This design comes from an exercise in tuning for small area, a short achievable clock period and few clock cycles on the open sky130 flow, not from production work.
In this exercise RTL edits were held to simulation tests only and were not proved equivalent to the original.

==> flow/design.v, too long to show whole: its modules and the start of the top module <==
// module fwdkm_seq: 7697 lines
// module fwd_fa: 10 lines
// module fwd_ha: 9 lines
module fwdkm_seq #(
  parameter int unsigned NJ    = 3,
  parameter int unsigned ANG_W = 32,
  parameter int unsigned COS_W = 32,
  parameter int unsigned LEN_W = 16,
  parameter int unsigned ACC_W = 64
) (
  input  logic                 clk,
  input  logic                reset,
  input  logic                in_valid,
  output logic                in_ready,
  input  logic [ANG_W-1:0]    yaw_ang,
  input  logic [NJ*ANG_W-1:0] jnt_ang,
  input  logic [NJ*ANG_W-1:0] jnt_off,
  input  logic [NJ*LEN_W-1:0] link_len,
  input  logic [LEN_W-1:0]    base_h,
  output logic                cos_req_valid,
  input  logic                cos_req_ready,
  output logic [ANG_W-1:0]    cos_req_angle,
  input  logic                cos_rsp_valid,
  input  logic [COS_W-1:0]    cos_rsp_data,
  output logic                out_valid,
  input  logic                out_ready,
  output logic [ACC_W-1:0]    pos_x,
  output logic [ACC_W-1:0]    pos_y,
  output logic [ACC_W-1:0]    pos_z,
  output logic                busy
);
  // ...
==> flow/flow/run.sh <==
#!/bin/bash
set -euo pipefail
bash standard.sh SETUP_SLACK_MARGIN=7.5 finish > standard_flow.log 2>&1
==> flow/standard.sh <==
#!/bin/bash
# synth_recipe.tcl (not shown) runs the flow's synth.tcl, then flattens the netlist and writes it again
# the make line also repeats each setting of config.mk as NAME=value (left out here)
make -C /OpenROAD-flow-scripts/flow DESIGN_CONFIG=/design/flow/config.mk WORK_HOME=/design/flow/orfs CLKGATE_MAP_FILE= SYNTH_SCRIPT=/design/flow/synth_recipe.tcl "${@:-finish}"
==> flow/config.mk <==
export PLATFORM = sky130hd
export DESIGN_NAME = fwdkm_seq
export DESIGN_NICKNAME = fwdkm_seq
export VERILOG_FILES = /design/flow/design.v
export SDC_FILE = /design/flow/constraint.sdc
export NUM_CORES = 4
export LEC_CHECK = 0
export CAP_MARGIN = 20
export CORE_MARGIN = 2
export CORE_UTILIZATION = 40
export SLEW_MARGIN = 20
export SYNTH_HIERARCHICAL = 1
==> flow/constraint.sdc <==
create_clock -name core_clock -period 13.0 [get_ports {clk}]
set_input_delay 2.6000 -clock core_clock [delete_from_list [all_inputs] [get_ports {clk}]]
set_output_delay 2.6000 -clock core_clock [all_outputs]
set_load 0.01 [all_outputs]
==> flow_summary.toml, run 1 <==
[outcome]
outcome = "finished clean"

[cells_and_area]
fillCellCount = 12900
multiInputGateArea_sq_um = 36600
design_area_sq_um = 69400
diodes = 15
final_cell_count_no_fill = 7441
finish.utilization = 0.483

[global_routing]
track_usage = 0.234
grt_max_degree = 107
antenna_found_initial = 23
first_global_vias = 42100

[floorplan]
tap_cells = 1903
die_area_sq_um = 148000

[synth]
avgSynthCellArea_sq_um = 11.2
ys_types = 86
synth-simple-area-share = 0.0780

[cts]
cts.sinks = 668
postCtsHoldBufs = 0
root_buffer = "clkbuf_16"

[place]
hpwlAfterDp_mm = 126
globalplace.congestion = 0.925

[sta]
drv_slew = 0
rsz0062_at_grt = "yes"

[setup_path]
path_cells = "buf_12 > or2_4 > and2_4 > fa_1 > fa_2 > fa_2 > fa_1 > fa_1 > ha_4 > nand2_4 > or3_4 > or4_4 > a211oi_4 > o31a_2 > a31o_4 > o21ai_4 > o2111ai_4 > a21oi_2 > xnor2_1"
crit-reg2reg-launch = "mac_k_q[1]"
path_depth = 19

[detailed_routing]
wirelength_mm = 176
drtPass1Iterations = 6
Testbench counts, summed over its fixed seeds: cycles 3,144.
==> inputs of run 2 (changes only) <==
--- a/flow/design.v
+++ b/flow/design.v
@@ -30,17 +30,19 @@
   localparam int unsigned PW = 51;
   localparam int unsigned ZW = 56;
   logic       occ_q;       
   logic       act_q;       
   logic       pend_q;      
   logic [2:0] q_q;         
   logic       outst_q;     
   logic       mac_v_q;     
-  logic [2:0] mac_k_q;
+  logic       mac_z_q;     
+  logic       mac_b_q;     
+  logic       mac_a_q;     
   logic       bpend_q;     
   logic       bbusy_q;     
   logic [2:0] bcnt_q;      
   logic       ov_q;        
   logic [31:0]   f0_q, s1_q, s2_q, yw_q, ra_q;
   logic [15:0]   l1_q, l2_q, bh_q;
   logic [31:0]   creg_q, c6_q, c7_q;
   logic [RW-1:0] x_q, y_q, ry_q, py_q;
@@ -101,33 +103,39 @@
       occ_q   <= 1'b0;
       act_q   <= 1'b0;
       pend_q  <= 1'b0;
       q_q     <= '0;
       en_q    <= 1'b0;
       asel_q  <= 1'b1;
       outst_q <= 1'b0;
       mac_v_q <= 1'b0;
-      mac_k_q <= '0;
+      mac_z_q <= 1'b0;
+      mac_b_q <= 1'b0;
+      mac_a_q <= 1'b0;
       bpend_q <= 1'b0;
       bbusy_q <= 1'b0;
       bcnt_q  <= '0;
       ov_q    <= 1'b0;
     end else begin
       if (accept) occ_q <= 1'b1;
       else if (ans && rsp_k == 3'd5) occ_q <= 1'b0;
       act_q   <= act_d;
       pend_q  <= pend_d;
       q_q     <= q_d;
       en_q    <= act_d && gate_d;
       asel_q  <= (q_d[2:1] == 2'd0);
       if (req_fire)  outst_q <= 1'b1;
       else if (ans)  outst_q <= 1'b0;
       mac_v_q <= ans && (rsp_k <= 3'd5);
-      if (ans) mac_k_q <= rsp_k;
+      if (ans) begin
+        mac_z_q <= (rsp_k == 3'd0);
+        mac_b_q <= (rsp_k == 3'd1);
+        mac_a_q <= (rsp_k == 3'd1 || rsp_k == 3'd3);
+      end
       bpend_q <= bpend_d;
       bbusy_q <= bbusy_d;
       bcnt_q  <= bcnt_d;
       ov_q    <= ov_d;
     end
   end
   always_ff @(posedge clk) begin
     if (accept) begin
@@ -135,17 +143,17 @@
       s1_q <= in_s1;
       s2_q <= in_s2;
       yw_q <= yaw_ang;
       bh_q <= base_h;
     end
     if (accept) begin
       l1_q <= link_len[31:16];
       l2_q <= link_len[47:32];
-    end else if (mac_v_q && (mac_k_q == 3'd1 || mac_k_q == 3'd3)) begin
+    end else if (mac_v_q && mac_a_q) begin
       l1_q <= l2_q;
     end
     if (req_fire && q_q[0] && q_q != 3'd7)
       ra_q <= (q_q == 3'd5) ? yw_q : abase + (q_q[1] ? s2_q : s1_q);
     creg_q <= cos_rsp_data;
   end
   logic [8:0]  bm_one;
   logic [7:0]  bm_two, bm_neg;
@@ -157,26 +165,26 @@
     lx = {1'b0, lnext, 1'b0};
     for (int j = 0; j < 9; j++) begin
       bn_one[j] = lx[2*j+1] ^ lx[2*j];
       bn_two[j] = (lx[2*j+2] & ~lx[2*j+1] & ~lx[2*j]) | (~lx[2*j+2] & lx[2*j+1] & lx[2*j]);
       bn_neg[j] = lx[2*j+2] & ~(lx[2*j+1] & lx[2*j]);
     end
   end
   always_ff @(posedge clk) begin
-    if (accept || (mac_v_q && (mac_k_q == 3'd1 || mac_k_q == 3'd3))) begin
+    if (accept || (mac_v_q && mac_a_q)) begin
       bm_one <= bn_one;
       bm_two <= bn_two[7:0];
       bm_neg <= bn_neg[7:0];
     end
   end
   logic [RW-1:0] acc_in, mac_sum;
   always_comb begin
-    if (mac_k_q == 3'd0)      acc_in = '0;
-    else if (mac_k_q == 3'd1) acc_in = {4'd0, bh_q, 30'd0};
+    if (mac_z_q)      acc_in = '0;
+    else if (mac_b_q) acc_in = {4'd0, bh_q, 30'd0};
     else                      acc_in = y_q;
   end
   always_ff @(posedge clk) begin
     if (mac_v_q) begin
       x_q <= mac_sum;
       y_q <= x_q;
     end
   end
==> flow_summary.toml, run 2 <==
[global_routing]
grt-ovfl-total = 0
grt_max_degree = 153
track_usage = 0.232
first_global_vias = 41800
grt_first_pass_wirelength_mm = 261
antenna_found_initial = 28

[synth]
async_reset_ff_frac = 0.0284
yosys.area.top_type_share = 0.320
yosys_warnings = 10
synthFlopType = "edfxtp_1"
synth_nets = 6334
netlist_area_sq_um = 57900
synth_edf_count = 617
synthCells = 5084
yosys.cell_count.top_type = "xnor2_1"
synth_area_leaders = "edfxtp_1, fa_1, xnor2_1"
avgSynthCellArea_sq_um = 11.4
ys_types = 77
yosys.area.top_type = "edfxtp_1"
ys_ff_latch = 668
synth_sequential_area_ratio = 0.339
synth_common_cells = "xnor2_1, edfxtp_1, a22oi_1"

[cells_and_area]
reg_top3 = "px_q (56), pz_q (56)"
layout_commonest_cell = "xnor2_1"
nets = 6655
area_delta_synth_final_pct = 20.9
drive_above_1_share = 0.131
final_cell_count_no_fill = 7381
final_cell_mix = "xnor2_1, edfxtp_1, clkdlybuf4s50_1"

[floorplan]
die_area_sq_um = 148000
core_region_area_sq_um = 144000
start_util = 0.403
die_x_microns = 385
ioPinCount = 554
fp.dieH_microns = 385
rows = 139

[setup_path]
path_cells = "buf_4 > bufbuf_16 > a22oi_1 > xnor2_1 > fa_1 > fa_1 > fa_1 > fa_1 > ha_4 > and4_4 > a221oi_4 > o32ai_2 > or2_4 > a21o_4 > buf_6 > and2_4 > a211o_1 > a21oi_2 > xnor2_1"
cp-end-kind = "flop"
crit_family = "adder cells"
crit_arrival_ps = 6340
cp.required_ps = 13450
startpoint_type = "flop"
critPathBufInv = 3
path_class = "flop to flop"
path_max_fanout = 16
cp_common_cell = "fa_1"
cp_slowest_cell = "fa_1"
critPathMaxStageDelay_ps = 660

[cts]
htreeDepth = 3
cts_tree = "yes"
path_clk_slew_ps = 60
root_buffer = "clkbuf_16"
clock_latency_ps = 710
clock_path_buffers = 3
cts_made_buffers = 82
cts.sinks = 668

[place]
hpwlAfterDp_mm = 122
io_buffers = 553
dp_cells = 7099
globalplace.congestion = 0.893

[sta]
worst_pin_slew_ps = 1070
skew_ps = 21.9
max_freq_ghz = 0.170
rsz0062_at_grt = "yes"
slew_headroom = 0.286
hold_viol = 0
drv_slew = 0
finalCritPeriodShare = 0.453
setup_viol = 0
setup_tns_ps = 0
period_minus_slack_ps = 5890

[worst_hold_path]
min_path_type = "flop to flop"

[detailed_routing]
drt_drc_violations_left = 0
routed_via_density = 5.54
vias = 40900
drt_first_iter_violations = 3045
wl_per_cell_microns = 23.6
drtPass1Iterations = 21
ant_nets = 0
wirelength_mm = 175

[outcome]
outcome = "finished clean"

[run]
max_cap_violations = 0
run 2: cell types whose count changed after synthesis, sizes merged, moves of 11 or more:
cell and delta:
nand2 -100, mux2i +23, inv +11, a21o +21, mux2 +17, nor2 -13
o21ai -13, clkbuf -15, nor3 -27, a21oi -12
run 2: final cells by class:
| class | count | area, sq um |
|---|---|---|
| clock buffers | 100 | 2210 |
| diodes | 6 | 15.0 |
| well taps | 1903 | 2380 |
| fillers | 13000 | 73700 |
| flip-flops and latches | 668 | 19700 |
| clock inverters | 51 | 539 |
| multi-input cells | 3731 | 36700 |
| inverters | 186 | 699 |
| repair buffers | 736 | 7690 |
run 2: logic make-up (layout without fill, tap and decap cells):
| group | count (synthesis) | after routing | share of synthesized area |
|---|---|---|---|
| other | 0 | 6 | 0 |
| muxes | 127 | 127 | 0.0236 |
| DFF | 668 | 668 | 0.339 |
| buffers and inverters | 690 | 1073 | 0.0539 |
| adders and majority gates | 924 | 924 | 0.262 |
| AOI/OAI and AO/OA | 1098 | 1098 | 0.134 |
| and+or+nand+nor | 783 | 788 | 0.0670 |
| xor gates and xnor gates | 794 | 794 | 0.120 |
run 2: path summary, 6_finish.rpt:
path                             to  slack [ps]  depth (start not counted)      start
min in group asynchronous   outst_q        2280                          3      reset
max in group asynchronous   mac_z_q       10390                          3      reset
setup reg to reg            x_q[37]        7110                         19  bm_one[1]
setup / recovery            x_q[37]        7110                         19  bm_one[1]
hold reg to reg            py_q[14]         450                          0    x_q[14]
hold / removal             py_q[14]         450                          0    x_q[14]
run 2: per-stage QoR:
step            util  hold slack (ps)  setup slack (ps)  area, sq um
2_1_floorplan      -              417              7350        58400
3_3_place_gp   0.447              425              6320        64200
3_5_place_dp   0.447              429              6210        64200
4_1_cts        0.479              440              7220        68800
5_1_grt        0.487              447              6940        70000
6_report       0.487              446              7110        70000
run 2: per-module statistics from Yosys (local to each module, per instance):
module	cells inside	copies in the design	cell area (sq um)
fwd_ha	1	125	12.5
fwdkm_seq	4510	1	47400
fwd_fa	1	449	20.0
run 2: per-layer routing:
metal,global-route usage,wire (microns)
met4,0.0854,6630
met5,0,147
met2,0.368,80600
met1,0.312,74000
met3,0.0475,13100
run 2: timing repair:
item                                    4_1_cts  5_1_grt
cloned                                       14        3
hold endpoints to repair                      0        0
endpoints found under the setup margin      127       77
buffers inserted                             60       48
hold buffers                                  0        0
gates resized for setup                     252      156
pin swaps                                    90       87
Testbench counts of run 2, summed over its fixed seeds: cycles 3,144.
==> inputs of run 3 (changes only) <==
==> flow/flow/run.sh (replaced) <==
#!/bin/bash
set -euo pipefail
bash standard.sh SETUP_SLACK_MARGIN=7.5 'BUFFER_PORTS_ARGS=-buffer_cell sky130_fd_sc_hd__buf_1' finish > standard_flow.log 2>&1
--- a/flow/config.mk
+++ b/flow/config.mk
@@ -9,4 +9,6 @@
 export CORE_MARGIN = 2
 export CORE_UTILIZATION = 40
+export CTS_BUF_LIST = sky130_fd_sc_hd__clkbuf_8
+export CTS_CLUSTER_SIZE = 20
 export SLEW_MARGIN = 20
 export SYNTH_HIERARCHICAL = 1
==> flow_summary.toml, run 3 <==
[cells_and_area]
reg_top3 = "px_q (56), pz_q (56)"
layout_commonest_cell = "xnor2_1"
area_delta_synth_final_pct = 12.3
drive_above_1_share = 0.109
finish.utilization = 0.453
nets = 6620
final_cell_mix = "xnor2_1, edfxtp_1, buf_1"

[synth]
synth_fa_ha_area_frac = 0.262
yosys.area.top_type_share = 0.320
yosys_warnings = 10
yosys.cell_count.top_type = "xnor2_1"
netlist_area_sq_um = 57900
synth_area_leaders = "edfxtp_1, fa_1, xnor2_1"
ys_types = 77
synth_nets = 6334
synth_compound_area_frac = 0.134
synth-simple-area-share = 0.0670
synth_edf_count = 617
synthFlopType = "edfxtp_1"
avgSynthCellArea_sq_um = 11.4
yosys.area.top_type = "edfxtp_1"
synth-xor-area-share = 0.120
synth_top_family_by_area = "adder cells"
synthCells = 5084
ys_ff_latch = 668
synth_common_cells = "xnor2_1, edfxtp_1, a22oi_1"
synthMuxAreaShare = 0.0236
async_reset_ff_frac = 0.0284
synth_sequential_area_ratio = 0.339

[setup_path]
cp.required_ps = 13610
ff2ff_path_depth = 21
r2r_end = "x_q[49]"
startpoint_type = "flop"
cp-end-kind = "flop"
path_max_fanout = 11
path_class = "flop to flop"
crit-reg2reg-launch = "bm_two[0]"
reg2reg_slack_ps = 7100
crit_arrival_ps = 6510

[sta]
worst_pin_slew_ps = 1030
setup_tns_ps = 0
finalCritPeriodShare = 0.454
skew_ps = 74.0
max_freq_ghz = 0.169
hold_viol = 0
slew_headroom = 0.314
period_minus_slack_ps = 5900
rsz0062_at_grt = "yes"
setup_viol = 0
drv_slew = 0

[floorplan]
die_x_microns = 385
rows = 139
start_util = 0.403
ioPinCount = 554
die_area_sq_um = 148000
core_region_area_sq_um = 144000
fp.dieH_microns = 385

[detailed_routing]
wirelength_mm = 169
wl_per_cell_microns = 22.9
ant_nets = 0
drt_first_iter_violations = 3286
vias = 40700
drtPass1Iterations = 23
drt_drc_violations_left = 0
routed_via_density = 5.51

[worst_hold_path]
min_path_type = "flop to flop"
hold_path_end = "ry_q[48]"
hold_start = "y_q[48]"
holdPathStages = 0

[cts]
cts.sinks = 668
postCtsHoldBufs = 0
cts_made_buffers = 119
cts_tree = "yes"
root_buffer = "clkbuf_8"
clock_path_buffers = 3
path_clk_slew_ps = 60
clock_latency_ps = 910
htreeDepth = 3

[global_routing]
antenna_found_initial = 37
grt-ovfl-total = 0
track_usage = 0.225
first_global_vias = 41100
grt_max_degree = 126
grt_first_pass_wirelength_mm = 254

[run]
max_cap_violations = 0

[outcome]
outcome = "finished clean"

[place]
io_buffers = 553
hpwlAfterDp_mm = 120
globalplace.congestion = 0.901
==> run 3: final cells by class <==
class | instances | area [sq um]
multi-input combinational | 3730 | 36100
clock inverter | 93 | 901
tap | 1903 | 2380
fill | 13400 | 78600
inverter | 186 | 699
antenna | 17 | 42.5
clock buffer | 130 | 1790
timing repair buffer | 665 | 3360
sequential | 668 | 19700
==> run 3: Yosys stat by module (local to each module, per instance) <==
module / area (sq um) / copies in the design
fwd_ha: 12.5 / 125
fwd_fa: 20.0 / 449
fwdkm_seq: 47400 / 1
==> run 3: worst max-delay path by stage <==
stage                           to  startpoint  slack, ps
final                      x_q[49]   bm_two[0]       7100
after global routing       x_q[49]   bm_two[0]       6900
after CTS                  x_q[49]   bm_two[0]       7150
after detailed placement  px_q[45]   bcnt_q[0]       6190
after global placement    px_q[45]   bcnt_q[0]       6320
after floorplan            x_q[49]     mac_b_q       7350
==> run 3: kinds of logic (layout without fill, tap and decap cells) <==
kind of cell,Yosys count,count (layout)
AOI/OAI and AO/OA,1098,1098
xor gates and xnor gates,794,794
adders and majority gates,924,924
buffers and inverters,690,1074
DFF,668,668
muxes,127,127
other,0,17
and+or+nand+nor,783,787
==> run 3: what timing repair did <==
item | in CTS | in global routing
pin swaps | 17 | 43
endpoints found under the setup margin | 101 | 75
cloned | 5 | 3
resized for setup | 137 | 118
setup buffers | 24 | 23
==> run 3: critical path, stage by stage (launching register included) <==
cell and delay [ps]:
edfxtp_1 460, buf_4 200, clkbuf_16 180, a22oi_2 130, xnor2_1 160, fa_1 480
fa_1 440, fa_1 510, fa_1 420, ha_1 330, ha_4 250, a21o_1 170
a21o_1 180, a21oi_2 190, o32ai_1 110, or2_4 280, a21o_4 260, a31oi_4 210
a21oi_4 120, a211oi_2 270, o21bai_1 110, xnor2_1 130
==> run 3: routing by layer <==
metal,vias to the layer above,GRT usage,share of wire
li1,18500,-,-
met1,20200,0.308,0.43
met2,1641,0.351,0.45
met3,328,0.0493,0.079
met4,30,0.0817,0.037
met5,-,0,0.0010
==> run 3: per-stage QoR <==
step | instance area [sq um] | hold slack [ps] | setup WS (ps) | cells
global route | 65000 | 447 | 6900 | 7386
floorplan | 58400 | 417 | 7350 | 5084
CTS | 64200 | 436 | 7150 | 7349
detailed placement | 60700 | 429 | 6190 | 7097
finish | 65000 | 447 | 7100 | 7392
global placement | 60700 | 425 | 6320 | 7097
==> inputs of run 4 (changes only) <==
--- a/flow/config.mk
+++ b/flow/config.mk
@@ -7,8 +7,10 @@
 export LEC_CHECK = 0
 export CAP_MARGIN = 20
-export CORE_MARGIN = 2
+export CORE_MARGIN = 5
 export CORE_UTILIZATION = 40
 export CTS_BUF_LIST = sky130_fd_sc_hd__clkbuf_8
-export CTS_CLUSTER_SIZE = 20
+export CTS_CLUSTER_DIAMETER = 80
+export CTS_CLUSTER_SIZE = 15
 export SLEW_MARGIN = 20
 export SYNTH_HIERARCHICAL = 1
+export TNS_END_PERCENT = 0
==> flow_summary.toml, run 4 <==
[outcome]
outcome = "finished clean"

[sta]
hold_viol = 0
period_minus_slack_ps = 5910
setup_tns_ps = 0
slew_headroom = 0.287
setup_viol = 0
rsz0062_at_grt = "yes"
drv_slew = 0
worst_pin_slew_ps = 1070
max_freq_ghz = 0.169
skew_ps = 64.5
finalCritPeriodShare = 0.455

[synth]
yosys.area.top_type_share = 0.320
ys_types = 77
avgSynthCellArea_sq_um = 11.4
ys_ff_latch = 668
synthFlopType = "edfxtp_1"
synth_nets = 6334
netlist_area_sq_um = 57900
async_reset_ff_frac = 0.0284
synth_edf_count = 617
synth_sequential_area_ratio = 0.339
synth_common_cells = "xnor2_1, edfxtp_1, a22oi_1"
synth_area_leaders = "edfxtp_1, fa_1, xnor2_1"
synthCells = 5084
yosys.cell_count.top_type = "xnor2_1"
yosys.area.top_type = "edfxtp_1"
yosys_warnings = 10

[cts]
clock_path_buffers = 3
root_buffer = "clkbuf_8"
htreeDepth = 2
cts_tree = "yes"
cts_made_buffers = 61
cts.sinks = 668
postCtsHoldBufs = 0
path_clk_slew_ps = 100
clock_latency_ps = 800

[setup_path]
startpoint_type = "flop"
cp.required_ps = 13540
ff2ff_path_depth = 20
path_class = "flop to flop"
path_max_fanout = 17
crit_arrival_ps = 6450
cp-end-kind = "flop"
reg2reg_slack_ps = 7090
r2r_end = "x_q[49]"
crit-reg2reg-launch = "bm_one[0]"

[detailed_routing]
wirelength_mm = 168
drtPass1Iterations = 8
wl_per_cell_microns = 23.1
ant_nets = 0
drt_first_iter_violations = 3349
routed_via_density = 5.53
drt_drc_violations_left = 0
vias = 40100

[floorplan]
die_x_microns = 391
ioPinCount = 554
fp.dieH_microns = 391
start_util = 0.403
rows = 139
die_area_sq_um = 152000
core_region_area_sq_um = 144000

[cells_and_area]
final_cell_mix = "xnor2_1, edfxtp_1, buf_1"
reg_top3 = "px_q (56), pz_q (56)"
drive_above_1_share = 0.0823
layout_commonest_cell = "xnor2_1"
nets = 6531
area_delta_synth_final_pct = 8.59

[global_routing]
antenna_found_initial = 35
grt_first_pass_wirelength_mm = 252
grt_max_degree = 77
track_usage = 0.213
grt-ovfl-total = 0
first_global_vias = 40100

[worst_hold_path]
holdPathStages = 0
min_path_type = "flop to flop"
hold_path_end = "y_q[15]"
hold_start = "x_q[15]"

[run]
max_cap_violations = 0

[place]
io_buffers = 553
globalplace.congestion = 0.910
hpwlAfterDp_mm = 122
==> run 4: cell counts after synthesis <==
Identical to the previous run, type by type.
==> run 4: per-module statistics from Yosys (local to each module, per instance) <==
module,flip-flops and latches,times used,cells inside,area [sq um]
fwdkm_seq,668,1,4510,47400
fwd_fa,0,449,1,20.0
fwd_ha,0,125,1,12.5
==> run 4: worst max path at each step <==
stage               from       end
6_report       bm_one[0]   x_q[49]
4_1_cts          mac_b_q   x_q[49]
3_5_place_dp     mac_b_q   x_q[49]
3_3_place_gp   bcnt_q[0]  px_q[45]
5_1_grt        bm_one[5]   x_q[49]
2_1_floorplan    mac_b_q   x_q[49]
==> run 4: area by class of cell <==
cell class	instances	area, sq um
Multi-Input combinational cell	3728	35800
Antenna cell	19	47.5
Timing Repair Buffer	636	3050
Tap cell	1903	2380
Clock buffer	63	867
Inverter	186	699
Fill cell	13500	80900
Sequential cell	668	19700
Clock inverter	43	347
==> run 4: worst max-delay path, stage by stage (launching register included) <==
cell	delay, ps
edfxtp_1	460
buf_12	190
a22oi_2	240
xnor2_2	120
fa_1	520
fa_2	390
fa_2	360
fa_1	450
fa_1	540
ha_4	230
a21oi_1	180
nand2_1	130
a221oi_2	340
o32ai_2	120
or2_4	290
a21o_4	260
a31oi_4	210
a21oi_4	100
a211oi_2	290
o21bai_1	110
xnor2_1	130
==> run 4: through the flow <==
step,utilization,cell area (sq um),hold WS (ps),cells,worst slack [ps]
floorplan,-,58100,417,5084,7210
global placement,0.421,60500,424,7098,6290
detailed placement,0.421,60500,433,7098,6160
CTS,0.433,62300,445,7219,7090
global route,0.437,62900,472,7236,6920
finish,0.437,62900,448,7246,7090
==> run 4: repair_timing <==
action,CTS,global route
buffers inserted,12,4
hold endpoints to repair,0,0
cloned,3,3
endpoints found under the setup margin,98,87
resized for setup,116,108
pin swaps,14,27
==> run 4: cells by family after synthesis <==
| group | Yosys count | share of synthesized area |
|---|---|---|
| AO/OA/AOI/OAI | 1098 | 0.134 |
| XOR/XNOR | 794 | 0.120 |
| adder cells (fa/ha/maj) | 924 | 0.262 |
| buffers and inverters | 690 | 0.0539 |
| flip-flops | 668 | 0.339 |
| multiplexers | 127 | 0.0236 |
| AND/OR/NAND/NOR | 783 | 0.0670 |
==> run 4: layer usage <==
metal | global-route usage | up-vias | part of all wire
met1 | 0.301 | 20000 | 0.44
li1 | - | 18300 | -
met3 | 0.0404 | 250 | 0.077
met4 | 0.0670 | 20 | 0.033
met5 | 0 | - | 0.00076
met2 | 0.332 | 1535 | 0.45
==> inputs of run 5 (changes only) <==
==> flow/flow/run.sh (replaced) <==
#!/bin/bash
set -euo pipefail
bash standard.sh SETUP_SLACK_MARGIN=7.0 'BUFFER_PORTS_ARGS=-buffer_cell sky130_fd_sc_hd__buf_1' finish > standard_flow.log 2>&1
==> flow_summary.toml, run 5 <==
[global_routing]
antenna_found_initial = 31
track_usage = 0.209
first_global_vias = 40300
grt_first_pass_wirelength_mm = 247
grt_max_degree = 99
grt-ovfl-total = 0

[sta]
finalCritPeriodShare = 0.456
rsz0062_at_grt = "yes"
period_minus_slack_ps = 5920
skew_ps = 45.0
setup_viol = 0
fin_ws_ps = 7080
setup_tns_ps = 0
worst_pin_slew_ps = 1080
drv_slew = 0
max_freq_ghz = 0.169
hold_viol = 0
slew_headroom = 0.280

[synth]
synthFlopType = "edfxtp_1"
netlist_area_sq_um = 57900
async_reset_ff_frac = 0.0284
ys_types = 77
synth_edf_count = 617
synth_common_cells = "xnor2_1, edfxtp_1, a22oi_1"
synthCells = 5084
synth_area_leaders = "edfxtp_1, fa_1, xnor2_1"
yosys.area.top_type_share = 0.320
yosys.cell_count.top_type = "xnor2_1"
yosys.area.top_type = "edfxtp_1"
synth_sequential_area_ratio = 0.339
synth_nets = 6334
yosys_warnings = 10
avgSynthCellArea_sq_um = 11.4
ys_ff_latch = 668

[setup_path]
crit_arrival_ps = 6470
path_cells = "buf_12 > a22oi_2 > xnor2_1 > fa_1 > fa_1 > fa_1 > fa_1 > fa_1 > ha_2 > a21oi_1 > nand2_1 > a221oi_2 > o32ai_1 > or2_4 > a21o_4 > a31oi_4 > a21oi_4 > a211oi_2 > o21bai_1 > xnor2_1"
path_depth = 20
reg2reg_slack_ps = 7080
cp_common_cell = "fa_1"
cp-end-kind = "flop"
critPathMaxStageDelay_ps = 550
critPathBufInv = 1
ff2ff_path_depth = 20
path_max_fanout = 17
cp_slowest_cell = "fa_1"
cp.required_ps = 13550
startpoint_type = "flop"
crit_family = "adder cells"
path_class = "flop to flop"
startpoint = "bm_one[0]"
crit-reg2reg-launch = "bm_one[0]"

[place]
place_ws_ps = 5960
globalplace.congestion = 0.879
dp_cells = 7098
io_buffers = 553
hpwlAfterDp_mm = 120

[cts]
cts.sinks = 668
root_buffer = "clkbuf_8"
htreeDepth = 3
cts_tree = "yes"
cts_made_buffers = 69
clock_latency_ps = 810
path_clk_slew_ps = 90
clock_path_buffers = 3
postCtsHoldBufs = 0

[floorplan]
die_x_microns = 391
ioPinCount = 554
core_region_area_sq_um = 144000
start_util = 0.403
die_area_sq_um = 152000
rows = 139
fp.dieH_microns = 391

[worst_hold_path]
holdPathStages = 0
hold_start = "x_q[13]"
min_path_type = "flop to flop"

[detailed_routing]
wirelength_mm = 164
vias = 39800
drt_drc_violations_left = 0
ant_nets = 0
drtPass1Iterations = 8
wl_per_cell_microns = 22.5
drt_first_iter_violations = 3296
routed_via_density = 5.48

[run]
max_cap_violations = 0

[cells_and_area]
finish.utilization = 0.436
layout_commonest_cell = "xnor2_1"
final_cell_mix = "xnor2_1, edfxtp_1, buf_1"
multiInputGateArea_sq_um = 35500
nets = 6531
seq_area_sq_um = 19700
reg_top3 = "px_q (56), pz_q (56)"
area_delta_synth_final_pct = 8.17
final_cell_count_no_fill = 7255
fillCellCount = 13400
drive_above_1_share = 0.0732

[outcome]
outcome = "finished clean"
run 5: cell types whose count changed in the layout (fill, tap and decap cells not counted), sizes merged:
cell / previous run / this run
clkbuf: 68 / 75
diode: 19 / 25
clkinv: 13 / 18
buf: 630 / 626
inv: 214 / 210
nand2b: 36 / 34
bufbuf: 1 / 0
bufinv: 1 / 2
clkinvlp: 1 / 2
run 5: kinds of logic (layout without fill, tap and decap cells):
kind of cell             after synthesis  in the layout  synth area share
AO/OA/AOI/OAI                       1098           1098             0.134
XOR/XNOR                             794            794             0.120
adder cells (fa/ha/maj)              924            924             0.262
buffers and inverters                690            933            0.0539
flip-flops                           668            668             0.339
multiplexers                         127            127            0.0236
other                                  0             25                 0
AND/OR/NAND/NOR                      783            783            0.0670
run 5: Yosys stat by module (local to each module, per instance):
module,cells inside,times used,flip-flops and latches
fwdkm_seq,4510,1,668
fwd_fa,1,449,0
fwd_ha,1,125,0
run 5: what timing repair did:
action                                  4_1_cts  5_1_grt
resized for setup                            83       85
endpoints found under the setup margin       72       44
buffers inserted                              5        7
gates cloned                                  0        3
pin swaps                                     1       14
run 5: area by class of cell:
class                   count  area share
diodes                     25    0.000999
clock buffers              71      0.0156
flip-flops and latches    668       0.315
clock inverters            46     0.00623
inverters                 186      0.0112
multi-input cells        3726       0.567
repair buffers            630      0.0468
well taps                1903      0.0380
run 5: path summary, 6_finish.rpt:
check | end
setup reg to reg | x_q[49]
setup / recovery | x_q[49]
hold reg to reg | y_q[13]
hold / removal | y_q[13]
min in group asynchronous | bcnt_q[0]
max in group asynchronous | mac_b_q
run 5: routing by layer:
metal | vias to the layer above | routed length, microns | track usage
li1 | 18300 | - | -
met1 | 19700 | 70800 | 0.290
met2 | 1494 | 73600 | 0.326
met3 | 259 | 13000 | 0.0451
met4 | 14 | 6070 | 0.0726
met5 | - | 91 | 0
run 5: through the flow:
| stage | area [sq um] | hold WS [ps] |
|---|---|---|
| 2_1_floorplan | 57900 | 417 |
| 3_3_place_gp | 60500 | 427 |
| 3_5_place_dp | 60500 | 434 |
| 4_1_cts | 62100 | 461 |
| 5_1_grt | 62600 | 467 |
| 6_report | 62700 | 455 |

==> re-timing with driven ports <==
No port has a modelled driver above. Below, the same layouts with a new extraction and two added sets of constraints.
Step 1: set_driving_cell puts a clkbuf_16 on clk and a buf_2 on each other input, an assumption about the parent block.
Step 2 adds t to the input delays and takes it off the output delays; t is the mean of the earliest and latest rising clock arrival at the registers after step 1. Input paths then give back, and output paths get back, about the clock's delay inside the block.
Slacks: ideal / step 1 / step 2; pairs: ideal / step 1.
run | t (ns) | setup slack, ns | worst hold slack (ns) | worst setup path at the end
run 1 | 0.780 | 7.113 / 7.113 / 6.913 | 0.415 / 0.415 / 0.415 | input to register
run 2 | 0.784 | 7.106 / 7.106 / 6.820 | 0.446 / 0.446 / 0.446 | input to register
run 3 | 0.955 | 7.099 / 7.099 / 6.952 | 0.447 / 0.447 / 0.447 | input to register
run 4 | 0.846 | 7.091 / 7.014 / 6.913 | 0.448 / 0.448 / 0.448 | input to register
run 5 | 0.860 | 7.077 / 7.052 / 6.747 | 0.455 / 0.455 / 0.455 | input to register
After both steps every run listed still meets setup and hold. For run 5, which loses most, drivers alone change the setup slack by -0.025 ns; drivers and shift together by -0.330 ns.
